Context: an optimization exercise on an open-source flow, tuned for small area. The choices shown serve that exercise and are no tape-out recipe. Function was checked by simulation only, so behaviour that the tests miss may differ from the original. No activity file was given, so power comes from the tool's default toggle rates. No driver is modelled on the clock port, so clocking that relies on it looks cheaper here than on a real chip.

==> design.v <==
module ramp_adc_capture #(
  parameter int N_CH       = 128,
  parameter int RES        = 8,
  parameter int RST_CYCLES = 4,
  parameter int CHW        = $clog2(N_CH)
) (
  input  logic            clk,
  input  logic            reset,
  input  logic            enable,
  input  logic [N_CH-1:0] flag,
  output logic            ramp_rst,
  output logic [RES-1:0]  ramp_code,
  output logic            busy,
  output logic            out_valid,
  input  logic            out_ready,
  output logic [CHW-1:0]  out_ch,
  output logic [RES-1:0]  out_code,
  output logic            out_hit,
  output logic            out_last,
  output logic            frame_done
);
  localparam int TW = (RST_CYCLES > 1) ? $clog2(RST_CYCLES) : 1;
  localparam logic [RES-1:0] CODE_MAX = '1;
  localparam logic [CHW-1:0] CH_LAST  = CHW'(N_CH - 1);
  localparam logic [TW-1:0]  TMR_LOAD = TW'(RST_CYCLES - 1);
  typedef enum logic [2:0] {
    IDLE     = 3'd0,
    RAMP_RST = 3'd1,
    CONVERT  = 3'd2,
    READOUT  = 3'd3,
    DONE     = 3'd4
  } state_t;
  state_t          state;
  state_t          next_state;
  logic [TW-1:0]   tmr;
  logic [N_CH-1:0] flag_q;
  logic [N_CH-1:0] hit;
  logic [RES-1:0]  code [N_CH];
  logic            accept;
  logic            entering_rst;
  always_ff @(posedge clk) begin
    if (reset) state <= IDLE;
    else       state <= next_state;
  end
  always_comb begin
    next_state = state;
    ramp_rst   = 1'b0;
    busy       = 1'b1;
    out_valid  = 1'b0;
    frame_done = 1'b0;
    case (state)
      IDLE: begin
        busy = 1'b0;
        if (enable) next_state = RAMP_RST;
      end
      RAMP_RST: begin
        ramp_rst = 1'b1;
        if (tmr == '0) next_state = CONVERT;
      end
      CONVERT: begin
        if (ramp_code == CODE_MAX) next_state = READOUT;
      end
      READOUT: begin
        out_valid = 1'b1;
        if (out_ready && (out_ch == CH_LAST)) next_state = DONE;
      end
      DONE: begin
        frame_done = 1'b1;
        next_state = enable ? RAMP_RST : IDLE;
      end
      default: next_state = IDLE;
    endcase
  end
  assign accept       = out_valid & out_ready;
  assign entering_rst = (next_state == RAMP_RST) && (state != RAMP_RST);
  assign out_code = out_valid ? code[out_ch] : '0;
  assign out_hit  = out_valid ? hit[out_ch]  : 1'b0;
  assign out_last = out_valid && (out_ch == CH_LAST);
  always_ff @(posedge clk) begin
    if (reset) begin
      flag_q    <= '0;
      hit       <= '0;
      ramp_code <= '0;
      tmr       <= '0;
      out_ch    <= '0;
      for (int i = 0; i < N_CH; i++) code[i] <= '0;
    end else begin
      flag_q <= flag;
      if (entering_rst) begin
        hit       <= '0;
        ramp_code <= '0;
        tmr       <= TMR_LOAD;
        out_ch    <= '0;
        for (int i = 0; i < N_CH; i++) code[i] <= CODE_MAX;
      end else begin
        case (state)
          RAMP_RST: begin
            if (tmr != '0) tmr <= tmr - 1'b1;
          end
          CONVERT: begin
            for (int i = 0; i < N_CH; i++) begin
              if (flag_q[i] && !hit[i]) begin
                code[i] <= ramp_code;
                hit[i]  <= 1'b1;
              end
            end
            if (ramp_code != CODE_MAX) ramp_code <= ramp_code + 1'b1;
          end
          READOUT: begin
            if (accept) out_ch <= (out_ch == CH_LAST) ? '0 : out_ch + 1'b1;
          end
          DONE: begin
            if (next_state == IDLE) ramp_code <= '0;
          end
          default: ;
        endcase
      end
    end
  end
endmodule
==> run.sh <==
#!/bin/bash
# synth_recipe.tcl (not shown) runs the flow's synth.tcl, then flattens the netlist and writes it again
# the make line also repeats each setting of config.mk as NAME=value (left out here)
make -C /OpenROAD-flow-scripts/flow DESIGN_CONFIG=/design/flow/config.mk WORK_HOME=/design/flow/orfs CLKGATE_MAP_FILE= SYNTH_SCRIPT=/design/flow/synth_recipe.tcl finish
==> config.mk <==
export PLATFORM = sky130hd
export DESIGN_NAME = ramp_adc_capture
export DESIGN_NICKNAME = ramp_adc_capture
export VERILOG_FILES = /design/flow/design.v
export SDC_FILE = /design/flow/constraint.sdc
export NUM_CORES = 4
export LEC_CHECK = 0
export CAP_MARGIN = 20
export CORE_MARGIN = 2
export CORE_UTILIZATION = 30
export SETUP_SLACK_MARGIN = 0.8
export SLEW_MARGIN = 20
==> constraint.sdc <==
create_clock -name core_clock -period 8.0 [get_ports {clk}]
set_input_delay 1.6000 -clock core_clock [delete_from_list [all_inputs] [get_ports {clk}]]
set_output_delay 1.6000 -clock core_clock [all_outputs]
set_load 0.01 [all_outputs]
==> flow_summary.json, run 1 <==
{
  "finalWirelength_um": 362000,
  "synth_top_area_share_pct": 45.6,
  "route.vias.total": 62300,
  "initial_utilization_pct": 30.1,
  "yosys.area.top_type": "dfxtp_1",
  "startpoint_type": "register",
  "route.detailed.drc": 0,
  "synth_cells": 7616,
  "maxSlewViolCount": 0,
  "cap_viol_max_count": 0,
  "ys_types": 68,
  "dp_hpwl_um": 255000,
  "drive_gt1_share_pct": 9.44,
  "leakage_nw": 23.3,
  "relSlewSlack_pct": 13.2,
  "htree_levels": 4,
  "path_class": "reg2out",
  "min_path_type": "reg2reg",
  "clk_latency_ps": 860,
  "vias_per_cell": 6.26,
  "clock_sinks": 1300,
  "powerDensity_mw_per_mm2": 255,
  "wl_met3_um": 47600,
  "end_kind": "primary output",
  "grt_overflow": 0,
  "tightest_slew_ps": 1300,
  "m1WireLength_um": 146000,
  "grt_pass1_wl_um": 485000,
  "ir_drop_uv": 180,
  "die_width_um": 440,
  "die-area_mm2": 0.194,
  "clk_transition_reported_paths_ps": 60,
  "post-route-min-period_ps": 7510,
  "drt-initial-drc-count": 12000,
  "path_max_fanout": 39,
  "hold_viol_final": 0,
  "synth_seq_cells": 1300,
  "fin_tns_setup_ps": 0,
  "nNetsFinal": 7447,
  "cts_root_buf": "clkbuf_16",
  "cp.arrival_ps": 5910,
  "cts_buffers": 153,
  "nFillCells": 19800,
  "synth_area_mm2": 0.0571,
  "yosysMostFrequentCell": "nand2_1",
  "grt_start_max_net_pins": 202,
  "yosysSeqAreaShare_pct": 45.6,
  "numPortBuffers": 160,
  "cts.path.max_buffers": 3,
  "grtUsageTotal_pct": 36.1,
  "fin_total_pwr_mw": 16.8,
  "top_layer_used": "met5",
  "wl_per_cell_um": 36.4,
  "synth_edf_count": 0,
  "setup_viol": 0,
  "tritoncts": "yes",
  "status": "no timing/DRC/antenna violations",
  "area_delta_synth_final_pct": 15.6,
  "core_area_mm2": 0.190,
  "fp-row-count": 160,
  "rsz0062_at_grt": "true",
  "synth.area.top_cells": "dfxtp_1 46%, nand2_1 14%, a31oi_1 11%, nand3_1 8.3%, clkbuf_1 4.3%",
  "max_freq_ghz": 0.133,
  "ys.flop_type": "dfxtp_1",
  "grt_pass1_vias": 55000,
  "finalCritPeriodShare_pct": 93.8,
  "die_h_um": 440,
  "synthTopCellsByCount": "2202 x nand2_1, 1300 x dfxtp_1, 1039 x a31oi_1, 951 x nand3_1, 655 x clkbuf_1",
  "gp_congestion": 1.08,
  "wl_met2_um": 143000,
  "r2r_slack_ps": 4500,
  "ant_nets": 0,
  "skew_ps": 59.6,
  "antenna_found_initial": 21,
  "dr.pass1.iters": 9,
  "syn_avg_cell_area_um2": 7.50,
  "holdBufCountCts": 0,
  "cp.required_ps": 6400,
  "io_pins": 161,
  "synthArstFlopShare_pct": 0,
  "yosys_warnings": 2
}
## flip-flops by register name, summed over array words and instances (netlist names)
| name | count |
|---|---|
| code | 1024 |
| tmr | 2 |
| hit | 128 |
| ramp_code | 8 |
| flag_q | 128 |
| state | 3 |
| out_ch | 7 |
## path summary, 6_finish.rpt
path | end | cells after the start | from
setup / recovery | out_code[2] | 11 | out_ch[6]
setup reg to reg | ramp_code[5] | 8 | out_ch[4]
hold / removal | hit[55] | 2 | flag_q[55]
hold reg to reg | hit[55] | 2 | flag_q[55]
## cell families (layout without fill, tap and decap cells)
kind of cell / Yosys count / in the layout / share of synthesized area (%)
flip-flops: 1300 / 1300 / 45.6
AND/OR/NAND/NOR: 4122 / 4123 / 32.5
AO/OA/AOI/OAI: 1292 / 1292 / 14.0
buffers and inverters: 828 / 640 / 5.76
adder cells (fa/ha/maj): 7 / 7 / 0.153
multiplexers: 56 / 56 / 1.80
other: 0 / 5 / 0
XOR/XNOR: 11 / 11 / 0.169
## area by class of cell
class	count	area (um2)	share of cell area, %
Clock inverter	63	843	1.28
Timing Repair Buffer	342	3280	4.97
Sequential cell	1300	26100	39.5
Antenna cell	5	12.5	0.0190
Clock buffer	213	4350	6.58
Tap cell	2511	3140	4.76
Multi-Input combinational cell	5489	28200	42.8
Inverter	22	82.6	0.125
## metal layers
metal / track usage [%] / vias to the layer above
met5: 0 / -
met4: 21.1 / 12
met3: 10.7 / 924
met2: 49.7 / 5074
met1: 49.4 / 30300
li1: - / 26000
## per-stage QoR
step | area (um2) | utilization (%) | hold slack [ps] | instances | setup WS [ps]
finish | 66000 | 34.8 | 449 | 9945 | 494
global route | 66000 | 34.8 | 477 | 9940 | 783
CTS | 65900 | 34.7 | 452 | 9936 | 805
detailed placement | 60600 | 31.9 | 467 | 9657 | 918
global placement | 60600 | 31.9 | 462 | 9656 | 887
floorplan | 57100 | - | 451 | 7616 | 2940
## critical path, cell delays in order, from the launching register on
cell and delay [ps]:
dfxtp_2 800, buf_4 440, nor4_2 110, buf_4 380, nand3_1 260, nand4_1 400
nor4_1 530, nand4_1 480, a211oi_2 730, buf_4 230, a211oi_1 60, clkdlybuf4s50_1 540
## power breakdown
group          total (mW)  leakage (nW)  internal (mW)  switching, mW
logic                1.48          9.90          0.501          0.980
clock network        7.35          2.54           4.20           3.15
registers            7.98          10.8           7.15          0.834
total                16.8          23.3           11.8           4.97
## repair_timing
| item | CTS | global route |
|---|---|---|
| endpoints found under the setup margin | 8 | 8 |
| cloned | 1 | 0 |
| resized for setup | 14 | 10 |
| pin swaps | 3 | 3 |
| buffers inserted | 2 | 4 |
## placed cells by master, fill, tap and decap left out, drive strengths merged, types with 9 or more instances in the layout
cell type,count
nor2,281
clkbuf,213
and4b,13
nor4bb,11
and2,11
nand3,952
or2,128
o21ai,18
and3,17
clkinv,39
dfxtp,1300
a21oi,150
a22oi,26
mux4,36
nor2b,140
bufinv,11
a211oi,13
nand4,258
inv,31
a31oi,1039
nor4,57
nand2,2202
nor3,9
mux2,13
buf,183
clkdlybuf4s50,159
a32oi,9
==> run 2, diff against run 1 <==
==> design.v (replaced) <==
module ramp_adc_ao2 (
  input  logic a0, s0, a1, s1,
  output logic y
);
  assign y = (a0 & s0) | (a1 & s1);
endmodule
module ramp_adc_aoi3 (
  input  logic a0, s0, a1, s1, a2, s2,
  output logic y
);
  assign y = ~((a0 & s0) | (a1 & s1) | (a2 & s2));
endmodule
module ramp_adc_capture #(
  parameter int N_CH       = 128,
  parameter int RES        = 8,
  parameter int RST_CYCLES = 4,
  parameter int CHW        = $clog2(N_CH)
) (
  input  logic            clk,
  input  logic            reset,
  input  logic            enable,
  input  logic [N_CH-1:0] flag,
  output logic            ramp_rst,
  output logic [RES-1:0]  ramp_code,
  output logic            busy,
  output logic            out_valid,
  input  logic            out_ready,
  output logic [CHW-1:0]  out_ch,
  output logic [RES-1:0]  out_code,
  output logic            out_hit,
  output logic            out_last,
  output logic            frame_done
);
  localparam logic [RES-1:0] CODE_MAX = '1;
  localparam logic [CHW-1:0] CH_LAST  = CHW'(N_CH - 1);
  localparam int W    = RES + 1;             
  localparam int NGRP = (N_CH + 2) / 3;      
  localparam logic [2:0] IDLE    = 3'd0,
                         RST3    = 3'd1,
                         RST2    = 3'd2,
                         RST1    = 3'd3,
                         RST0    = 3'd4,
                         CONVERT = 3'd5,
                         READOUT = 3'd6,
                         DONE    = 3'd7;
  logic [2:0]          state, next_state;
  logic [RES-1:0]      ramp_next;
  logic [N_CH-1:0]     hit, hit_d;
  logic [N_CH*RES-1:0] code, code_d;
  logic                win, hold;
  logic                in_rst;
  assign in_rst = (state == RST3) || (state == RST2) || (state == RST1) || (state == RST0);
  always_comb begin
    next_state = state;
    case (state)
      IDLE:    if (enable) next_state = RST3;
      RST3:    next_state = RST2;
      RST2:    next_state = RST1;
      RST1:    next_state = RST0;
      RST0:    next_state = CONVERT;
      CONVERT: if (ramp_code == CODE_MAX) next_state = READOUT;
      READOUT: if (out_ready && (out_ch == CH_LAST)) next_state = DONE;
      DONE:    next_state = enable ? RST3 : IDLE;
      default: next_state = IDLE;
    endcase
  end
  always_comb begin
    ramp_next = ramp_code;
    case (state)
      CONVERT: if (ramp_code != CODE_MAX) ramp_next = ramp_code + 1'b1;
      DONE:    ramp_next = '0;
      default: ;
    endcase
  end
  assign ramp_rst   = in_rst;
  assign busy       = (state != IDLE);
  assign out_valid  = (state == READOUT);
  assign frame_done = (state == DONE);
  always_ff @(posedge clk) begin
    if (reset) begin
      state     <= IDLE;
      ramp_code <= '0;
      out_ch    <= '0;
    end else begin
      state     <= next_state;
      ramp_code <= ramp_next;
      if (out_valid && out_ready) out_ch <= out_ch + 1'b1;
    end
  end
  assign win  = (state == RST0) || ((state == CONVERT) && (ramp_code != CODE_MAX));
  assign hold = !in_rst;
  logic [N_CH-1:0] hit_n;
  assign hit_n = ~hit;
  for (genvar i = 0; i < N_CH; i++) begin : g_ch
    ramp_adc_ao2 u_hit (.a0(win), .s0(flag[i]), .a1(hold), .s1(hit[i]), .y(hit_d[i]));
    for (genvar b = 0; b < RES; b++) begin : g_b
      ramp_adc_ao2 u_code (
        .a0(code[i*RES+b]), .s0(hit[i]), .a1(ramp_next[b]), .s1(hit_n[i]),
        .y(code_d[i*RES+b])
      );
    end
  end
  always_ff @(posedge clk) begin
    hit  <= hit_d;
    code <= code_d;
  end
  logic [3*NGRP-1:0] sel;
  logic [W-1:0]      rd [3*NGRP];
  logic [NGRP-1:0]   part_n [W];
  always_comb begin
    for (int i = 0; i < 3 * NGRP; i++) begin
      sel[i] = (i < N_CH) && out_valid && (out_ch == CHW'(i));
      rd[i]  = (i < N_CH) ? {hit[i], code[i*RES +: RES]} : '0;
    end
  end
  for (genvar b = 0; b < W; b++) begin : g_bit
    for (genvar g = 0; g < NGRP; g++) begin : g_grp
      ramp_adc_aoi3 u_aoi (
        .a0(rd[3*g][b]),   .s0(sel[3*g]),
        .a1(rd[3*g+1][b]), .s1(sel[3*g+1]),
        .a2(rd[3*g+2][b]), .s2(sel[3*g+2]),
        .y(part_n[b][g])
      );
    end
  end
  always_comb begin
    for (int b = 0; b < RES; b++) out_code[b] = ~&part_n[b];
    out_hit = ~&part_n[RES];
  end
  assign out_last = out_valid && (out_ch == CH_LAST);
endmodule
--- a/config.mk
+++ b/config.mk
@@ -7,6 +7,9 @@
 export LEC_CHECK = 0
 export CAP_MARGIN = 20
 export CORE_MARGIN = 2
-export CORE_UTILIZATION = 30
-export SETUP_SLACK_MARGIN = 0.8
+export CORE_UTILIZATION = 55
+export CTS_BUF_LIST = sky130_fd_sc_hd__clkbuf_4
+export SETUP_SLACK_MARGIN = 0.2
 export SLEW_MARGIN = 20
+export SYNTH_HIERARCHICAL = 1
+export SYNTH_MINIMUM_KEEP_SIZE = 0
==> run 2 against run 1 <==
Against the previous run:
- utilization rose by 30 points
- sequential share of layout area rose by 11 points
- maximum frequency fell by 2.2%
- first-iteration DRC count fell by 55%
- synthesized area fell by 30%
- critical path depth fell by 2
- largest power group unchanged
- worst setup slack got worse by 170 ps
- clock skew rose by 25 ps
- still clean on timing, DRC and antenna
- global-route usage fell by 1.1 points
- non-clock buffer count fell by 167
- register-to-register slack got worse by 300 ps
- clock-buffer cell count rose by 211
==> flow_summary.json, run 2 <==
{
  "cp.arrival_ps": 6070,
  "synth.area.top_cells": "dfxtp_1 58%, a22o_1 25%, a222oi_1 9.6%, nand4_1 1.4%, inv_1 1.3%",
  "final_cell_area_mm2": 0.0468,
  "powerDensity_mw_per_mm2": 250,
  "min_path_type": "reg2reg",
  "grtUsageTotal_pct": 35.0,
  "path_max_fanout": 16,
  "yosysSeqAreaShare_pct": 58.3,
  "holdWs_ps": 486,
  "grt_start_max_net_pins": 103,
  "skew_ps": 84.4,
  "cap_viol_max_count": 0,
  "synth_cells": 3267,
  "crit_path_frequent_cell": "nor2_1",
  "grt_overflow": 0,
  "yosys.area.top_type": "dfxtp_1",
  "startpoint_type": "register",
  "grt_pass1_vias": 33600,
  "setup_viol": 0,
  "route.vias.total": 34800,
  "mostFrequentLayoutCell": "dfxtp_1",
  "status": "no timing/DRC/antenna violations",
  "tightest_slew_ps": 1180,
  "synth_area_mm2": 0.0402,
  "tritoncts": "yes",
  "die_h_um": 274,
  "startpoint": "state[0]",
  "min_from": "code[544]",
  "cp.required_ps": 6400,
  "die_width_um": 274,
  "max_stage_delay_ps": 1050,
  "antenna_found_initial": 3,
  "ant_nets": 0,
  "post-route-min-period_ps": 7670,
  "area_delta_synth_final_pct": 16.5,
  "die-area_mm2": 0.0753,
  "ys_types": 52,
  "top_register": "code",
  "crit_chain": "nand3b_1, nor2_1, nand2_1, nor2_1, a222oi_1, nand4_1, nor4_1, nand3_1, clkdlybuf4s50_1",
  "largest_reg_flops": 1024,
  "final_cell_mix": "1170 x dfxtp_1, 1152 x a22o_1, 424 x clkbuf_4",
  "drive_gt1_share_pct": 12.4,
  "ir_drop_uv": 155,
  "finalWirelength_um": 136000,
  "fp-row-count": 99,
  "yosysMostFrequentCell": "dfxtp_1",
  "dpl_cell_area_mm2": 0.0432,
  "synth_edf_count": 0,
  "maxSlewViolCount": 0,
  "yosys_warnings": 10,
  "dr.pass1.iters": 15,
  "core_area_mm2": 0.0727,
  "ctsResizeCount": 0,
  "path_class": "reg2out",
  "io_pins": 161,
  "vias_per_cell": 7.09,
  "slowest_stage": "nor4_1",
  "syn_avg_cell_area_um2": 12.3,
  "cts_buffers": 309,
  "clk_transition_reported_paths_ps": 60,
  "fin_total_pwr_mw": 11.7,
  "synth_seq_cells": 1170,
  "reg_top3": "code x1024, hit x128, ramp_code x8",
  "nNetsFinal": 3883,
  "synthArstFlopShare_pct": 0,
  "leakage_nw": 17.3,
  "grt_pass1_wl_um": 204000,
  "hold_viol_final": 0,
  "ys.flop_type": "dfxtp_1",
  "synth_top_area_share_pct": 58.3,
  "fin_tns_setup_ps": 0,
  "r2r-start": "ramp_code[0]",
  "wl_per_cell_um": 27.7,
  "holdBufCountCts": 0,
  "route.detailed.drc": 0,
  "post_cts.repair.setup_buffers": 0,
  "max_freq_ghz": 0.130,
  "cts.path.max_buffers": 4,
  "initial_utilization_pct": 55.3,
  "drt-initial-drc-count": 5358,
  "cts_root_buf": "clkbuf_4",
  "finalCritPeriodShare_pct": 95.9,
  "clk_latency_ps": 1130,
  "rsz0062_at_grt": "false",
  "numPortBuffers": 160,
  "htree_levels": 5,
  "end_kind": "primary output",
  "relSlewSlack_pct": 21.0,
  "synthTopCellsByCount": "1170 x dfxtp_1, 1152 x a22o_1, 387 x a222oi_1, 134 x inv_1, 133 x nor2_1",
  "clock_sinks": 1170,
  "dp_hpwl_um": 87600,
  "gp_congestion": 0.958
}
## run 2: logic make-up (layout without fill, tap and decap cells)
family	after synthesis	after routing	synth area share (%)
compound gates	1562	1562	35.1
flops	1170	1170	58.3
simple gates	361	361	4.70
buf+inv	158	815	1.53
xor+xnor	8	8	0.174
fa+ha+maj	5	5	0.156
mux	2	2	0.0498
other cells	1	22	0.00933
## run 2: through the flow
stage               worst slack [ps]  std cells  util (%)
floorplan                       2360       3284         -
global placement                1860       4394      59.4
detailed placement              1770       4394      59.4
CTS                              593       4900      64.4
global route                     304       4903      64.4
finish                           326       4904      64.4
## run 2: cell type report
cell class / count / area (um2)
multi-input cells: 1956 / 16300
diodes: 4 / 10.0
clock buffers: 424 / 3180
flip-flops and latches: 1170 / 23400
fillers: 5759 / 25900
well taps: 959 / 1200
inverters: 134 / 508
repair buffers: 175 / 1740
clock inverters: 82 / 463
## run 2: report_power, final
part           total [mW]  internal, mW  switching (mW)  leakage (nW)
logic               0.514         0.183           0.331          5.73
registers            6.23          5.93           0.296          9.43
clock network        4.97          2.60            2.37          2.18
## run 2: worst paths after layout
kind	cells after the start	endpoint	slack, ps
max	9	out_code[4]	330
min	1	code[544]	490
max reg2reg	6	code[816]	4200
min reg2reg	1	code[544]	490
## run 2: critical path: cells and delay by family (launching register included)
kind | cells | cell delay [ps]
and+or+nand+nor | 7 | 3090
DFF | 1 | 660
buffers and inverters | 1 | 600
AOI/OAI and AO/OA | 1 | 650
## run 2: modules after synthesis, one instance, submodules excluded
module / cells / area (um2) / flip-flops and latches
ramp_adc_ao2: 1 / 8.76 / 0
ramp_adc_capture: 1728 / 26200 / 1170
ramp_adc_aoi3: 1 / 10.0 / 0
## run 2: layer usage
| metal | part of all wire (%) | track usage [%] | vias up |
|---|---|---|---|
| met2 | 45 | 54.0 | 2179 |
| met5 | 0 | 0 | - |
| met4 | 4.2 | 17.0 | 0 |
| met3 | 10 | 8.46 | 379 |
| li1 | - | - | 15200 |
| met1 | 41 | 46.0 | 17100 |
==> run 3, diff against run 2 <==
--- a/config.mk
+++ b/config.mk
@@ -7,8 +7,10 @@
 export LEC_CHECK = 0
 export CAP_MARGIN = 20
 export CORE_MARGIN = 2
-export CORE_UTILIZATION = 55
-export CTS_BUF_LIST = sky130_fd_sc_hd__clkbuf_4
+export CORE_UTILIZATION = 50
+export CTS_BUF_LIST = sky130_fd_sc_hd__clkbuf_16
+export CTS_CLUSTER_DIAMETER = 100
+export CTS_CLUSTER_SIZE = 30
 export SETUP_SLACK_MARGIN = 0.2
 export SLEW_MARGIN = 20
 export SYNTH_HIERARCHICAL = 1
==> run 3 against run 2 <==
Against the previous run:
- combinational power is 3% higher
- still clean
- total power is 18% lower
- worst setup slack better by 480 ps
- via count is 4.9% lower
- clock power is 42% lower
- design area is 4.9% lower
- sequential power hardly changed
- wire length is 1.5% higher
- first-iteration DRC count is 5.8% lower
==> flow_summary.json, run 3 <==
{
  "ctsResizeCount": 0,
  "grt_overflow": 0,
  "dr.pass1.iters": 14,
  "core_area_mm2": 0.0793,
  "fin_total_pwr_mw": 9.63,
  "maxSlewViolCount": 0,
  "yosys_warnings": 10,
  "fp-row-count": 103,
  "grt_start_max_net_pins": 129,
  "finalWirelength_um": 138000,
  "max_freq_ghz": 0.139,
  "path_max_fanout": 16,
  "route.detailed.drc": 0,
  "synthArstFlopShare_pct": 0,
  "numPortBuffers": 160,
  "wl_per_cell_um": 30.4,
  "min_path_type": "reg2reg",
  "post_cts.repair.setup_buffers": 0,
  "dp_hpwl_um": 93200,
  "startpoint_type": "register",
  "setup_slack_ps": 806,
  "fin_util_pct": 56.2,
  "n_antenna_cell": 0,
  "top_register": "code",
  "yosys.area.top_type": "dfxtp_1",
  "top_usage_layer": "met2",
  "largest_reg_flops": 1024,
  "cp.arrival_ps": 5590,
  "io_pins": 161,
  "drt-initial-drc-count": 5046,
  "antenna_found_initial": 0,
  "drive_gt1_share_pct": 2.86,
  "synth.area.top_cells": "dfxtp_1 58%, a22o_1 25%, a222oi_1 9.6%, nand4_1 1.4%, inv_1 1.3%",
  "holdBufCountCts": 0,
  "skew_ps": 21.9,
  "die_h_um": 288,
  "status": "no timing/DRC/antenna violations",
  "use_met3_pct": 4.73,
  "fin_tns_setup_ps": 0,
  "synth_area_mm2": 0.0402,
  "synth_edf_count": 0,
  "clock_sinks": 1170,
  "ant_nets": 0,
  "nNetsFinal": 3625,
  "relSlewSlack_pct": 18.2,
  "final_cell_area_mm2": 0.0446,
  "yosysSeqAreaShare_pct": 58.3,
  "vias_per_cell": 7.28,
  "met1_usage_pct": 45.2,
  "path_class": "reg2out",
  "synth_cells": 3267,
  "clk_transition_reported_paths_ps": 110,
  "tightest_slew_ps": 1220,
  "final_cell_mix": "1170 x dfxtp_1, 1152 x a22o_1, 387 x a222oi_1",
  "dpl_cell_area_mm2": 0.0433,
  "leakage_nw": 15.8,
  "dp_slack_ps": 1810,
  "route.vias.total": 33100,
  "hold_viol_final": 0,
  "tritoncts": "yes",
  "post-route-min-period_ps": 7190,
  "mostFrequentLayoutCell": "dfxtp_1",
  "grtUsageMet2_pct": 49.6,
  "rsz0062_at_grt": "false",
  "grtUsageTotal_pct": 32.0,
  "finalCritPeriodShare_pct": 89.9,
  "die_width_um": 288,
  "reg_top3": "code x1024, hit x128, ramp_code x8",
  "cts.path.max_buffers": 3,
  "synth_seq_cells": 1170,
  "syn_avg_cell_area_um2": 12.3,
  "htree_levels": 2,
  "cts_root_buf": "clkbuf_16",
  "grt_pass1_vias": 30700,
  "ys_types": 52,
  "nFillCells": 6667,
  "end_kind": "primary output",
  "clk_latency_ps": 650,
  "ir_drop_uv": 221,
  "cp.required_ps": 6400,
  "ys.flop_type": "dfxtp_1",
  "grt_pass1_wl_um": 203000,
  "synthTopCellsByCount": "1170 x dfxtp_1, 1152 x a22o_1, 387 x a222oi_1, 134 x inv_1, 133 x nor2_1",
  "cap_viol_max_count": 0,
  "powerDensity_mw_per_mm2": 216,
  "setup_viol": 0,
  "area_delta_synth_final_pct": 10.9,
  "synth_top_area_share_pct": 58.3,
  "initial_utilization_pct": 50.7,
  "die-area_mm2": 0.0827,
  "cts_buffers": 45,
  "gp_congestion": 0.932,
  "yosysMostFrequentCell": "dfxtp_1"
}
==> run 3: cell type report <==
class	instances	area (um2)	area share, %
flip-flops and latches	1170	23400	52.5
well taps	1050	1310	2.95
clock inverters	6	53.8	0.121
inverters	134	508	1.14
repair buffers	181	1780	4.00
multi-input cells	1956	16300	36.6
clock buffers	47	1180	2.64
==> run 3: worst max-delay path: stages, from the launching register on <==
cell	delay, ps
dfxtp_1	680
nand2b_1	240
nor3_2	100
nand2_1	690
nor2_1	410
a222oi_1	530
nand4_1	250
nor4_1	980
nand3_1	430
clkdlybuf4s50_1	610
==> run 3: kinds of logic after synthesis <==
logic type / count (synthesis) / share of synthesized area [%]
AO/OA/AOI/OAI: 1562 / 35.1
XOR/XNOR: 8 / 0.174
adder cells (fa/ha/maj): 5 / 0.156
buffers and inverters: 158 / 1.53
flip-flops: 1170 / 58.3
multiplexers: 2 / 0.0498
other: 1 / 0.00933
AND/OR/NAND/NOR: 361 / 4.70
==> run 3: final timing paths <==
kind / from / end / slack (ps) / cells after the start
worst max-delay path: state[0] / out_code[7] / 810 / 9
worst min register to register: code[956] / code[956] / 500 / 1
worst min-delay path: code[956] / code[956] / 500 / 1
worst max register to register: ramp_code[0] / code[913] / 4370 / 7
==> run 3: per-layer routing <==
metal	share of wire, %	vias to the layer above
met3	8.8	261
met1	43	16600
li1	-	14400
met2	45	1911
met4	3.9	0
met5	0	-
==> run 3: Yosys stat by module, one instance, submodules excluded <==
module,cell area (um2),cells,copies in the design
ramp_adc_ao2,8.76,1,1152
ramp_adc_capture,26200,1728,1
ramp_adc_aoi3,10.0,1,387
==> run 3: stage by stage <==
step / std cells / hold slack [ps]
4_1_cts: 4544 / 496
6_report: 4544 / 497
2_1_floorplan: 3284 / 455
3_5_place_dp: 4491 / 470
3_3_place_gp: 4491 / 465
5_1_grt: 4544 / 510
==> run 3: where the power goes <==
| part | leakage, nW | internal, mW | switching, mW |
|---|---|---|---|
| logic | 5.76 | 0.185 | 0.343 |
| registers | 9.43 | 5.93 | 0.296 |
| clock network | 0.608 | 1.07 | 1.80 |
==> run 4, diff against run 3 <==
--- a/design.v
+++ b/design.v
@@ -115,12 +115,24 @@
   end
   for (genvar b = 0; b < W; b++) begin : g_bit
     for (genvar g = 0; g < NGRP; g++) begin : g_grp
-      ramp_adc_aoi3 u_aoi (
-        .a0(rd[3*g][b]),   .s0(sel[3*g]),
-        .a1(rd[3*g+1][b]), .s1(sel[3*g+1]),
-        .a2(rd[3*g+2][b]), .s2(sel[3*g+2]),
-        .y(part_n[b][g])
-      );
+      if (3 * g + 2 < N_CH) begin : g_3
+        ramp_adc_aoi3 u_aoi (
+          .a0(rd[3*g][b]),   .s0(sel[3*g]),
+          .a1(rd[3*g+1][b]), .s1(sel[3*g+1]),
+          .a2(rd[3*g+2][b]), .s2(sel[3*g+2]),
+          .y(part_n[b][g])
+        );
+      end else if (3 * g + 1 < N_CH) begin : g_2
+        logic part;
+        ramp_adc_ao2 u_ao (
+          .a0(rd[3*g][b]),   .s0(sel[3*g]),
+          .a1(rd[3*g+1][b]), .s1(sel[3*g+1]),
+          .y(part)
+        );
+        assign part_n[b][g] = ~part;
+      end else begin : g_1
+        assign part_n[b][g] = ~(rd[3*g][b] & sel[3*g]);
+      end
     end
   end
   always_comb begin
==> flow/run.sh (new file) <==
#!/bin/bash
# Standard ORFS layout (the standard.sh) with two changes:
# - port buffers are the smallest buffer, buf_1, instead of the cell buffer_ports picks;
# - clock tree synthesis runs without dummy loads.
# make's full output goes to make_finish.log in this folder; ORFS's per-step logs stay
# under orfs/logs.
set -euo pipefail
bash standard.sh \
  "BUFFER_PORTS_ARGS=-buffer_cell sky130_fd_sc_hd__buf_1" \
  "CTS_ARGS=-sink_clustering_enable -repair_clock_nets -dont_use_dummy_load -buf_list sky130_fd_sc_hd__clkbuf_16 -sink_clustering_size 30 -sink_clustering_max_diameter 100" \
  finish > make_finish.log 2>&1
==> standard.sh (new file) <==
#!/bin/bash
# synth_recipe.tcl (not shown) runs the flow's synth.tcl, then flattens the netlist and writes it again
# the make line also repeats each setting of config.mk as NAME=value (left out here)
make -C /OpenROAD-flow-scripts/flow DESIGN_CONFIG=/design/flow/config.mk WORK_HOME=/design/flow/orfs CLKGATE_MAP_FILE= SYNTH_SCRIPT=/design/flow/synth_recipe.tcl "${@:-finish}"
removed: run.sh
==> run 4 against run 3 <==
Against the previous run:
- combinational power shrank about 10%
- largest power group unchanged
- total power is 1.9% lower
- clock-buffer cell count down 3
==> flow_summary.json, run 4 <==
{
  "yosys.area_share.simple_pct": 4.75,
  "synthTopCellsByCount": "1170 x dfxtp_1, 1161 x a22o_1, 378 x a222oi_1, 134 x inv_1, 133 x nor2_1",
  "route.detailed.drc": 0,
  "ant_nets": 0,
  "path_max_fanout": 16,
  "ir_drop_uv": 195,
  "grt_overflow": 0,
  "synth_area_mm2": 0.0402,
  "die_width_um": 288,
  "crit_buf_inv": 1,
  "dp_hpwl_um": 94200,
  "clk_latency_ps": 650,
  "wl_met3_um": 11000,
  "crit_chain": "nand3b_1, nor2_1, nand2_1, nor2_1, a222oi_1, nand4_1, nor4_1, nand3_1, buf_1",
  "synth_cells": 3266,
  "clock_sinks": 1170,
  "post_cts.repair.setup_buffers": 0,
  "nNetsFinal": 3609,
  "largest_reg_flops": 1024,
  "synth.area.top_cells": "dfxtp_1 58%, a22o_1 25%, a222oi_1 9.4%, nand4_1 1.3%, inv_1 1.3%",
  "yosysMostFrequentCell": "dfxtp_1",
  "crit_path_frequent_cell": "nor2_1",
  "path_class": "reg2out",
  "dp_cells": 4476,
  "numPortBuffers": 160,
  "final_cell_mix": "1170 x dfxtp_1, 1161 x a22o_1, 378 x a222oi_1",
  "relSlewSlack_pct": 22.3,
  "top_layer_used": "met5",
  "synth_top_family_by_area": "compound AO/OA/AOI/OAI gates",
  "cp.required_ps": 6400,
  "status": "no timing/DRC/antenna violations",
  "wl_per_cell_um": 30.7,
  "slowest_stage": "nor4_1",
  "post-route-min-period_ps": 6770,
  "cp_top_family": "simple AND/OR/NAND/NOR gates",
  "synth.mux.area_fraction_pct": 0.0498,
  "cp.arrival_ps": 5170,
  "maxSlewViolCount": 0,
  "drt-initial-drc-count": 5004,
  "fin_tns_setup_ps": 0,
  "io_pins": 161,
  "ys_types": 52,
  "cts.path.max_buffers": 3,
  "fp-row-count": 103,
  "setup_viol": 0,
  "synthArstFlopShare_pct": 0,
  "wl_met2_um": 64200,
  "grt_pass1_vias": 31100,
  "skew_ps": 28.7,
  "finalCritPeriodShare_pct": 84.7,
  "cts_buffers": 44,
  "dr.pass1.iters": 15,
  "synth_compound_area_share_pct": 35.1,
  "cts_root_buf": "clkbuf_16",
  "startpoint_type": "register",
  "end_kind": "primary output",
  "die-area_mm2": 0.0827,
  "clk_transition_reported_paths_ps": 120,
  "gp_congestion": 0.999,
  "drive_gt1_share_pct": 2.77,
  "min_path_type": "reg2reg",
  "die_h_um": 288,
  "tightest_slew_ps": 1150,
  "tritoncts": "yes",
  "grtUsageTotal_pct": 32.2,
  "max_freq_ghz": 0.148,
  "yosysSeqAreaShare_pct": 58.2,
  "leakage_nw": 15.3,
  "synth_top_area_share_pct": 58.2,
  "reg_top3": "code x1024, hit x128, ramp_code x8",
  "core_area_mm2": 0.0793,
  "n_antenna_cell": 0,
  "max_stage_delay_ps": 990,
  "synth_fa_ha_area_share_pct": 0.156,
  "grt_pass1_wl_um": 206000,
  "holdBufCountCts": 0,
  "syn_avg_cell_area_um2": 12.3,
  "initial_utilization_pct": 50.7,
  "yosys_warnings": 11,
  "ys.flop_type": "dfxtp_1",
  "synth_edf_count": 0,
  "fin_total_pwr_mw": 9.44,
  "top_register": "code",
  "antenna_found_initial": 4,
  "yosys.area.top_type": "dfxtp_1",
  "htree_levels": 2,
  "grt_start_max_net_pins": 129,
  "hold_viol_final": 0,
  "final_cells": 4520,
  "vias_per_cell": 7.30,
  "route.vias.total": 33000,
  "cap_viol_max_count": 0,
  "area_delta_synth_final_pct": 7.98,
  "mostFrequentLayoutCell": "dfxtp_1",
  "powerDensity_mw_per_mm2": 217,
  "ctsResizeCount": 0,
  "synth_xor_area_share_pct": 0.174,
  "finalWirelength_um": 139000,
  "synth_seq_cells": 1170,
  "m1WireLength_um": 58200,
  "rsz0062_at_grt": "false"
}
## run 4: cell types whose count changed after synthesis
cell	delta
a222oi_1	-9
a22o_1	+9
conb_1	-1
nand4_1	-9
nand4b_1	+9
## run 4: worst paths after layout
path / end / cells after the start / slack (ps) / startpoint
max: out_code[5] / 9 / 1230 / state[0]
min reg2reg: code[619] / 1 / 500 / code[619]
min: code[619] / 1 / 500 / code[619]
max reg2reg: code[383] / 7 / 4150 / state[0]
## run 4: Yosys stat by module, one instance, submodules excluded
module / flip-flops and latches / copies in the design / cell area, um2 / cells inside
ramp_adc_capture: 1170 / 1 / 26300 / 1727
ramp_adc_ao2: 0 / 1161 / 8.76 / 1
ramp_adc_aoi3: 0 / 378 / 10.0 / 1
## run 4: cells by family (layout without fill, tap and decap cells)
family          count (synthesis)  in the layout
compound gates               1562           1562
xor+xnor                        8              8
fa+ha+maj                       5              5
buf+inv                       158            362
flops                        1170           1170
mux                             2              2
simple gates                  361            361
## run 4: worst reg2reg max path, stage by stage (launching register included)
cell	delay (ps)
dfxtp_1	740
nand2_2	290
nor4_2	360
mux2i_1	170
nor2_4	100
buf_4	770
buf_4	1030
a22o_1	350
## run 4: metal layers
metal / global-route usage (%) / vias to the layer above
met1: 43.8 / 16600
met4: 11.6 / 4
met5: 0 / -
met3: 4.33 / 314
met2: 52.5 / 1764
li1: - / 14300
## run 4: through the flow
step	hold slack (ps)	setup slack (ps)	utilization, %	area [um2]
5_1_grt	508	1280	54.8	43400
6_report	499	1230	54.8	43400
4_1_cts	498	1550	54.8	43400
3_3_place_gp	465	2320	53.4	42300
2_1_floorplan	455	2360	-	40200
3_5_place_dp	470	2240	53.4	42300
## run 4: cell type report
type | instances | area (um2)
fillers | 6770 | 35800
flip-flops and latches | 1170 | 23400
multi-input cells | 1938 | 16300
well taps | 1050 | 1310
clock buffers | 44 | 1100
repair buffers | 184 | 818
inverters | 134 | 508
## run 4: power breakdown
part           switching [mW]  total [mW]  internal (mW)  leakage (nW)
combinational           0.339       0.475          0.136          5.34
sequential              0.286        6.21           5.93          9.43
clock                    1.75        2.75          0.998         0.542
==> run 5, diff against run 4 <==
--- a/design.v
+++ b/design.v
@@ -44,12 +44,15 @@
                          READOUT = 3'd6,
                          DONE    = 3'd7;
   logic [2:0]          state, next_state;
+  logic [RES-1:0]      cnt, cnt_inc, cnt_next;
   logic [RES-1:0]      ramp_next;
   logic [N_CH-1:0]     hit, hit_d;
   logic [N_CH*RES-1:0] code, code_d;
   logic                win, hold;
-  logic                in_rst;
-  assign in_rst = (state == RST3) || (state == RST2) || (state == RST1) || (state == RST0);
+  logic                in_rst, cnt_max;
+  assign in_rst  = (state == RST3) || (state == RST2) || (state == RST1) || (state == RST0);
+  assign cnt_inc = cnt + 1'b1;
+  assign cnt_max = (cnt == CODE_MAX);
   always_comb begin
     next_state = state;
     case (state)
@@ -58,36 +61,39 @@
       RST2:    next_state = RST1;
       RST1:    next_state = RST0;
       RST0:    next_state = CONVERT;
-      CONVERT: if (ramp_code == CODE_MAX) next_state = READOUT;
-      READOUT: if (out_ready && (out_ch == CH_LAST)) next_state = DONE;
+      CONVERT: if (cnt_max) next_state = READOUT;
+      READOUT: if (out_ready && (cnt[CHW-1:0] == CH_LAST)) next_state = DONE;
       DONE:    next_state = enable ? RST3 : IDLE;
       default: next_state = IDLE;
     endcase
   end
   always_comb begin
-    ramp_next = ramp_code;
+    cnt_next = cnt;
     case (state)
-      CONVERT: if (ramp_code != CODE_MAX) ramp_next = ramp_code + 1'b1;
-      DONE:    ramp_next = '0;
+      CONVERT: cnt_next = cnt_inc;
+      READOUT: if (out_ready) cnt_next = cnt_inc;
+      DONE:    cnt_next = '0;
       default: ;
     endcase
   end
+  assign ramp_next = ((state == CONVERT) && !cnt_max) ? cnt_inc :
+                     (((state == CONVERT) || (state == READOUT)) ? CODE_MAX : cnt);
   assign ramp_rst   = in_rst;
   assign busy       = (state != IDLE);
   assign out_valid  = (state == READOUT);
   assign frame_done = (state == DONE);
+  assign ramp_code  = cnt | {RES{(state == READOUT) || (state == DONE)}};
+  assign out_ch     = cnt[CHW-1:0] & {CHW{out_valid}};
   always_ff @(posedge clk) begin
     if (reset) begin
-      state     <= IDLE;
-      ramp_code <= '0;
-      out_ch    <= '0;
+      state <= IDLE;
+      cnt   <= '0;
     end else begin
-      state     <= next_state;
-      ramp_code <= ramp_next;
-      if (out_valid && out_ready) out_ch <= out_ch + 1'b1;
+      state <= next_state;
+      cnt   <= cnt_next;
     end
   end
-  assign win  = (state == RST0) || ((state == CONVERT) && (ramp_code != CODE_MAX));
+  assign win  = (state == RST0) || ((state == CONVERT) && !cnt_max);
   assign hold = !in_rst;
   logic [N_CH-1:0] hit_n;
   assign hit_n = ~hit;
@@ -109,7 +115,7 @@
   logic [NGRP-1:0]   part_n [W];
   always_comb begin
     for (int i = 0; i < 3 * NGRP; i++) begin
-      sel[i] = (i < N_CH) && out_valid && (out_ch == CHW'(i));
+      sel[i] = (i < N_CH) && out_valid && (cnt[CHW-1:0] == CHW'(i));
       rd[i]  = (i < N_CH) ? {hit[i], code[i*RES +: RES]} : '0;
     end
   end
@@ -139,5 +145,5 @@
     for (int b = 0; b < RES; b++) out_code[b] = ~&part_n[b];
     out_hit = ~&part_n[RES];
   end
-  assign out_last = out_valid && (out_ch == CH_LAST);
+  assign out_last = out_valid && (cnt[CHW-1:0] == CH_LAST);
 endmodule
--- a/config.mk
+++ b/config.mk
@@ -7,7 +7,7 @@
 export LEC_CHECK = 0
 export CAP_MARGIN = 20
 export CORE_MARGIN = 2
-export CORE_UTILIZATION = 50
+export CORE_UTILIZATION = 65
 export CTS_BUF_LIST = sky130_fd_sc_hd__clkbuf_16
 export CTS_CLUSTER_DIAMETER = 100
 export CTS_CLUSTER_SIZE = 30
==> run 5 against run 4 <==
Against the previous run:
- via count rose by 0.77%
- non-clock buffer count unchanged
- synthesized cell count down 0.34%
- global-route usage is 6.4 points higher
- total power grew 4.1%
- die area decreased by 23%
- wire length shrank 7.7%
- clock-buffer cell count did not move
- maximum frequency fell by 7.9%
==> flow_summary.json, run 5 <==
{
  "synth_seq_cells": 1163,
  "min_path_type": "reg2reg",
  "final_cell_mix": "1163 x dfxtp_1, 1161 x a22o_1, 378 x a222oi_1",
  "path_max_fanout": 23,
  "met1_usage_pct": 52.1,
  "clk_transition_reported_paths_ps": 110,
  "p_clk_share_pct": 27.4,
  "synth_edf_count": 0,
  "grt_pass1_vias": 31100,
  "fin_tns_setup_ps": 0,
  "min_path_cells": 1,
  "mostFrequentLayoutCell": "dfxtp_1",
  "ant_nets": 0,
  "top_register": "code",
  "largest_reg_flops": 1024,
  "setup_viol": 0,
  "clk_latency_ps": 630,
  "tightest_slew_ps": 1330,
  "synth_top_family_by_area": "compound AO/OA/AOI/OAI gates",
  "die_width_um": 252,
  "cts_buffers": 44,
  "cp.required_ps": 6400,
  "io_pins": 161,
  "max_freq_ghz": 0.136,
  "ys_types": 45,
  "yosys.area_share.simple_pct": 4.47,
  "grt_overflow": 0,
  "hold_viol_final": 0,
  "multiInputGateArea_mm2": 0.0162,
  "area_delta_synth_final_pct": 7.28,
  "gp_congestion": 1.05,
  "synth.mux.area_fraction_pct": 0,
  "internal-power_mw": 7.28,
  "maxSlewViolCount": 0,
  "combPwrFrac_pct": 6.9,
  "finalWirelength_um": 128000,
  "switching_share_pct": 25.9,
  "fin_util_pct": 70.8,
  "vias_per_cell": 7.85,
  "seq_area_mm2": 0.0233,
  "powerDensity_mw_per_mm2": 229,
  "yosys.area.top_type": "dfxtp_1",
  "finalCritPeriodShare_pct": 91.9,
  "whs_endpoint": "code[70]",
  "route.detailed.drc": 0,
  "synthArstFlopShare_pct": 0,
  "die-area_mm2": 0.0635,
  "r2r-end": "code[214]",
  "yosysSeqAreaShare_pct": 58.2,
  "switchingPower_mw": 2.55,
  "route.vias.total": 33300,
  "yosysMostFrequentCell": "dfxtp_1",
  "fp-row-count": 90,
  "synth_area_mm2": 0.0400,
  "post_cts.repair.setup_buffers": 0,
  "die_h_um": 252,
  "initial_utilization_pct": 66.0,
  "htree_levels": 2,
  "synthTopCellsByCount": "1163 x dfxtp_1, 1161 x a22o_1, 378 x a222oi_1, 141 x nor2_1, 133 x inv_1",
  "dr.pass1.iters": 17,
  "reg_top3": "code x1024, hit x128, cnt x8",
  "leakage_nw": 15.3,
  "grt_start_max_net_pins": 115,
  "grtUsageMet2_pct": 59.9,
  "yosys_warnings": 11,
  "synth_xor_area_share_pct": 0.0657,
  "grt_pass1_wl_um": 191000,
  "synth.area.top_cells": "dfxtp_1 58%, a22o_1 25%, a222oi_1 9.5%, nor2_1 1.3%, nand4_1 1.3%",
  "post-route-min-period_ps": 7360,
  "clock_sinks": 1163,
  "ys.flop_type": "dfxtp_1",
  "drive_gt1_share_pct": 2.58,
  "r2r-start": "cnt[0]",
  "cts.path.max_buffers": 3,
  "relSlewSlack_pct": 10.6,
  "ir_drop_uv": 253,
  "tritoncts": "yes",
  "crit_chain": "nand2_1, nor2_2, nand3_1, nor2_1, a222oi_1, nand4_1, nor4_1, nand3_1, buf_1",
  "status": "no timing/DRC/antenna violations",
  "holdBufCountCts": 0,
  "drt-initial-drc-count": 5486,
  "numPortBuffers": 160,
  "nFillCells": 4299,
  "path_class": "reg2out",
  "dp_hpwl_um": 85900,
  "use_met3_pct": 7.75,
  "crit_path_frequent_cell": "nand3_1",
  "n_antenna_cell": 0,
  "reg2reg_depth": 8,
  "skew_ps": 14.5,
  "r2r_slack_ps": 4020,
  "end_kind": "primary output",
  "wl_per_cell_um": 30.3,
  "nNetsFinal": 3594,
  "startpoint_type": "register",
  "synth_fa_ha_area_share_pct": 0.125,
  "min_from": "code[70]",
  "syn_avg_cell_area_um2": 12.3,
  "pwr-share-seq_pct": 65.7,
  "rsz0062_at_grt": "false",
  "cp.arrival_ps": 5760,
  "cap_viol_max_count": 0,
  "synth_compound_area_share_pct": 35.5,
  "cts_root_buf": "clkbuf_16",
  "max_stage_delay_ps": 1140,
  "synth_cells": 3255,
  "synth_top_area_share_pct": 58.2,
  "core_area_mm2": 0.0606,
  "ctsResizeCount": 0,
  "grtUsageTotal_pct": 38.7,
  "antenna_found_initial": 3,
  "holdWs_ps": 496,
  "slowest_stage": "nor4_1",
  "top_usage_layer": "met2"
}
[run 5: logic make-up after synthesis]
| logic type | after synthesis |
|---|---|
| buffers and inverters | 160 |
| flip-flops | 1163 |
| AND/OR/NAND/NOR | 351 |
| XOR/XNOR | 3 |
| AO/OA/AOI/OAI | 1574 |
| adder cells (fa/ha/maj) | 4 |
[run 5: metal layers]
layer / share of wire, % / up-vias
met5: 0.016 / -
met2: 44 / 2283
met3: 11 / 428
met1: 39 / 16200
li1: - / 14300
met4: 5.3 / 4
[run 5: power by group through the flow]
stage	clock [mW]	combinational, mW	sequential, mW
4_1_cts	2.70	0.666	6.44
3_3_place_gp	0	0.626	6.55
6_report	2.69	0.681	6.46
5_1_grt	2.87	0.730	6.49
2_1_floorplan	0	0.499	6.42
3_5_place_dp	0	0.664	6.57
[run 5: worst max-delay path, delay by kind of cell (launching register included)]
family | cells | cell delay (ps)
compound gates | 1 | 750
simple gates | 7 | 3670
buf+inv | 1 | 230
flops | 1 | 450
[run 5: worst max path at each step]
stage                     slack (ps)     endpoint      from  cells after the start
after floorplan                 1590   code[1007]    cnt[0]                      9
after global routing             760  out_code[4]  state[2]                      9
after detailed placement        1910  out_code[6]  state[2]                      9
after global placement          1860  out_code[2]  state[2]                      9
final                            640  out_code[4]  state[2]                      9
after CTS                       1210  out_code[6]  state[2]                      9
[run 5: layout make-up]
class / instances / area share, %
clock buffer: 44 / 2.57
inverter: 133 / 1.17
multi-input combinational: 1932 / 37.7
sequential: 1163 / 54.3
tap: 782 / 2.28
timing repair buffer: 184 / 1.97
[run 5: stage by stage]
stage	instances	power (mW)	worst slack [ps]	area, um2
final	4238	9.83	644	42900
after detailed placement	4194	7.23	1910	41800
after floorplan	3255	6.92	1590	40000
after global placement	4192	7.18	1860	41700
after CTS	4238	9.81	1210	42900
after global routing	4238	10.1	755	42900
[run 5: Yosys stat by module (local to each module, per instance)]
module	times used	area (um2)
ramp_adc_aoi3	378	10.0
ramp_adc_capture	1	26000
ramp_adc_ao2	1161	8.76
==> run 6, diff against run 5 <==
--- a/flow/run.sh
+++ b/flow/run.sh
@@ -7,5 +7,5 @@
 set -euo pipefail
 bash standard.sh \
   "BUFFER_PORTS_ARGS=-buffer_cell sky130_fd_sc_hd__buf_1" \
-  "CTS_ARGS=-sink_clustering_enable -repair_clock_nets -dont_use_dummy_load -buf_list sky130_fd_sc_hd__clkbuf_16 -sink_clustering_size 30 -sink_clustering_max_diameter 100" \
+  "CTS_ARGS=-sink_clustering_enable -repair_clock_nets -dont_use_dummy_load -buf_list sky130_fd_sc_hd__clkbuf_16 -sink_clustering_size 24 -sink_clustering_max_diameter 80" \
   finish > make_finish.log 2>&1
--- a/config.mk
+++ b/config.mk
@@ -7,10 +7,10 @@
 export LEC_CHECK = 0
 export CAP_MARGIN = 20
 export CORE_MARGIN = 2
-export CORE_UTILIZATION = 65
+export CORE_UTILIZATION = 50
 export CTS_BUF_LIST = sky130_fd_sc_hd__clkbuf_16
-export CTS_CLUSTER_DIAMETER = 100
-export CTS_CLUSTER_SIZE = 30
+export CTS_CLUSTER_DIAMETER = 80
+export CTS_CLUSTER_SIZE = 24
 export SETUP_SLACK_MARGIN = 0.2
 export SLEW_MARGIN = 20
 export SYNTH_HIERARCHICAL = 1
==> run 6 against run 5 <==
Against the previous run:
- die area rose by 29%
- clock-buffer cell count grew 11
- still clean on timing, DRC and antenna
- maximum frequency up 2.6%
- worst setup slack improved by 190 ps
- largest power group unchanged
- flip-flop and latch count is the same
==> flow_summary.json, run 6 <==
{
  "status": "no timing/DRC/antenna violations",
  "synth_edf_count": 0,
  "cts_buffers": 55,
  "die-area_mm2": 0.0822,
  "gp_congestion": 0.985,
  "skew_ps": 42.8,
  "crit_end": "out_code[5]",
  "top_register": "code",
  "grt_pass1_vias": 30900,
  "nFillCells": 6760,
  "use_met3_pct": 5.49,
  "ir_drop_uv": 182,
  "dr.pass1.iters": 15,
  "synth_area_mm2": 0.0400,
  "numPortBuffers": 160,
  "maxSlewViolCount": 0,
  "route.vias.total": 33000,
  "multiInputGateArea_mm2": 0.0162,
  "tightest_slew_ps": 1330,
  "min_path_type": "reg2reg",
  "r2r-start": "cnt[0]",
  "n_antenna_cell": 0,
  "reg2reg_depth": 8,
  "finalCritPeriodShare_pct": 89.6,
  "holdBufCountCts": 0,
  "synthTopCellsByCount": "1163 x dfxtp_1, 1161 x a22o_1, 378 x a222oi_1, 141 x nor2_1, 133 x inv_1",
  "leakage_nw": 15.5,
  "synth.area.top_cells": "dfxtp_1 58%, a22o_1 25%, a222oi_1 9.5%, nor2_1 1.3%, nand4_1 1.3%",
  "cts_root_buf": "clkbuf_16",
  "drt-initial-drc-count": 5195,
  "end_kind": "primary output",
  "clock_sinks": 1163,
  "tritoncts": "yes",
  "holdWs_ps": 490,
  "cts.path.max_buffers": 3,
  "io_pins": 161,
  "cp.required_ps": 6400,
  "route.detailed.drc": 0,
  "yosys.area.top_type": "dfxtp_1",
  "clk_transition_reported_paths_ps": 80,
  "grtUsageMet2_pct": 49.6,
  "rsz0062_at_grt": "false",
  "antenna_found_initial": 2,
  "setup_viol": 0,
  "seq_area_mm2": 0.0233,
  "synthArstFlopShare_pct": 0,
  "ctsResizeCount": 0,
  "startpoint_type": "register",
  "cp.arrival_ps": 5570,
  "top_usage_layer": "met2",
  "startpoint": "state[2]",
  "synth_cells": 3255,
  "core_area_mm2": 0.0791,
  "die_h_um": 287,
  "final_cells": 4525,
  "r2r_slack_ps": 3910,
  "grt_pass1_wl_um": 207000,
  "wl_per_cell_um": 31.0,
  "path_class": "reg2out",
  "r2r-end": "code[423]",
  "grt_start_max_net_pins": 129,
  "final_cell_mix": "1163 x dfxtp_1, 1161 x a22o_1, 378 x a222oi_1",
  "dp_cells": 4469,
  "grtUsageTotal_pct": 32.8,
  "initial_utilization_pct": 50.5,
  "fin_tns_setup_ps": 0,
  "clk_latency_ps": 660,
  "post_cts.repair.setup_buffers": 0,
  "die_width_um": 287,
  "drive_gt1_share_pct": 3.02,
  "fin_total_pwr_mw": 10.2,
  "path_max_fanout": 23,
  "setup_slack_ps": 831,
  "cap_viol_max_count": 0,
  "relSlewSlack_pct": 10.6,
  "htree_levels": 2,
  "finalWirelength_um": 140000,
  "synth_seq_cells": 1163,
  "mostFrequentLayoutCell": "dfxtp_1",
  "ys_types": 45,
  "fp-row-count": 103,
  "met1_usage_pct": 47.2,
  "yosys_warnings": 11,
  "powerDensity_mw_per_mm2": 235,
  "yosysSeqAreaShare_pct": 58.2,
  "max_freq_ghz": 0.139,
  "vias_per_cell": 7.30,
  "ys.flop_type": "dfxtp_1",
  "hold_viol_final": 0,
  "largest_reg_flops": 1024,
  "post-route-min-period_ps": 7170,
  "yosysMostFrequentCell": "dfxtp_1",
  "nNetsFinal": 3613,
  "grt_overflow": 0,
  "synth_top_area_share_pct": 58.2,
  "area_delta_synth_final_pct": 8.85,
  "dp_hpwl_um": 93200,
  "dp_slack_ps": 1650,
  "syn_avg_cell_area_um2": 12.3,
  "ant_nets": 0,
  "reg_top3": "code x1024, hit x128, cnt x8"
}
## run 6: cell counts after synthesis
Identical to the previous run, type by type.
## run 6: logic make-up after synthesis
kind of cell | count (synthesis) | synth area share, %
fa+ha+maj | 4 | 0.125
flops | 1163 | 58.2
compound gates | 1574 | 35.5
buf+inv | 160 | 1.60
xor+xnor | 3 | 0.0657
simple gates | 351 | 4.47
## run 6: power by group
group / switching [mW] / internal (mW)
Combinational: 0.477 / 0.242
Clock: 1.80 / 1.23
Sequential: 0.421 / 6.04
## run 6: per-module statistics from Yosys, one instance, submodules excluded
| module | flip-flops and latches | times used | cell area, um2 |
|---|---|---|---|
| ramp_adc_ao2 | 0 | 1161 | 8.76 |
| ramp_adc_aoi3 | 0 | 378 | 10.0 |
| ramp_adc_capture | 1163 | 1 | 26000 |
## run 6: worst max-delay path, cell delays in order, from the launching register on
cell and delay (ps):
dfxtp_1 560, nand2_1 340, nor2_2 750, nand3_1 1070
nor2_1 1030, a222oi_1 360, nand4_1 280, nor4_1 160
nand3_1 200, buf_1 180
## run 6: worst min path at each step
| stage | startpoint | end | slack, ps | cells after the start |
|---|---|---|---|---|
| floorplan | code[0] | code[0] | 460 | 1 |
| global placement | code[532] | code[532] | 470 | 1 |
| detailed placement | code[583] | code[583] | 470 | 1 |
| CTS | code[395] | code[395] | 490 | 1 |
| global route | code[586] | code[586] | 500 | 1 |
| finish | code[395] | code[395] | 490 | 1 |
## run 6: through the flow
stage	cell area [um2]	utilization, %
floorplan	40000	-
global placement	42100	53.2
detailed placement	42100	53.2
CTS	43500	55.0
global route	43500	55.0
finish	43500	55.0
## run 6: cell type report
type | instances | area share (%)
Tap cell | 1050 | 3.02
Timing Repair Buffer | 192 | 2.02
Multi-Input combinational cell | 1932 | 37.1
Sequential cell | 1163 | 53.5
Inverter | 133 | 1.16
Clock buffer | 55 | 3.16
## run 6: per-layer routing
layer  part of all wire [%]  vias to the layer above
met5                  0.019                        -
met4                    3.8                        4
met3                    8.9                      284
met2                     44                     1838
met1                     44                    16500
li1                       -                    14300

-- re-timing with driven ports --
No port has a modelled driver above. Below, the same layouts with a new extraction and two added sets of constraints. Step 1 assumes that a clkbuf_16 drives the clock port and a buf_2 every other input. Step 2 times the ports against the registers' clock, not the clock port: input delays grow and output delays shrink by t, the midpoint of the rising clock arrivals with the driver on. Three values: no drivers, after step 1, after step 2; two values: the first two.
run	t, ns	slack for setup (ns)	hold WS [ns]	cell pins on the clock port's net
run 1	0.922	0.494 / 0.402 / 1.325	0.449 / 0.449 / 0.449	1
run 2	1.140	0.326 / 0.260 / 1.400	0.486 / 0.486 / 0.486	1
run 3	0.708	0.806 / 0.741 / 1.450	0.497 / 0.497 / 0.497	1
run 4	0.701	1.227 / 1.157 / 1.858	0.499 / 0.499 / 0.499	1
run 5	0.697	0.644 / 0.576 / 1.273	0.496 / 0.496 / 0.496	1
run 6	0.709	0.831 / 0.760 / 1.469	0.490 / 0.490 / 0.490	1
After both steps every run listed still meets setup and hold.
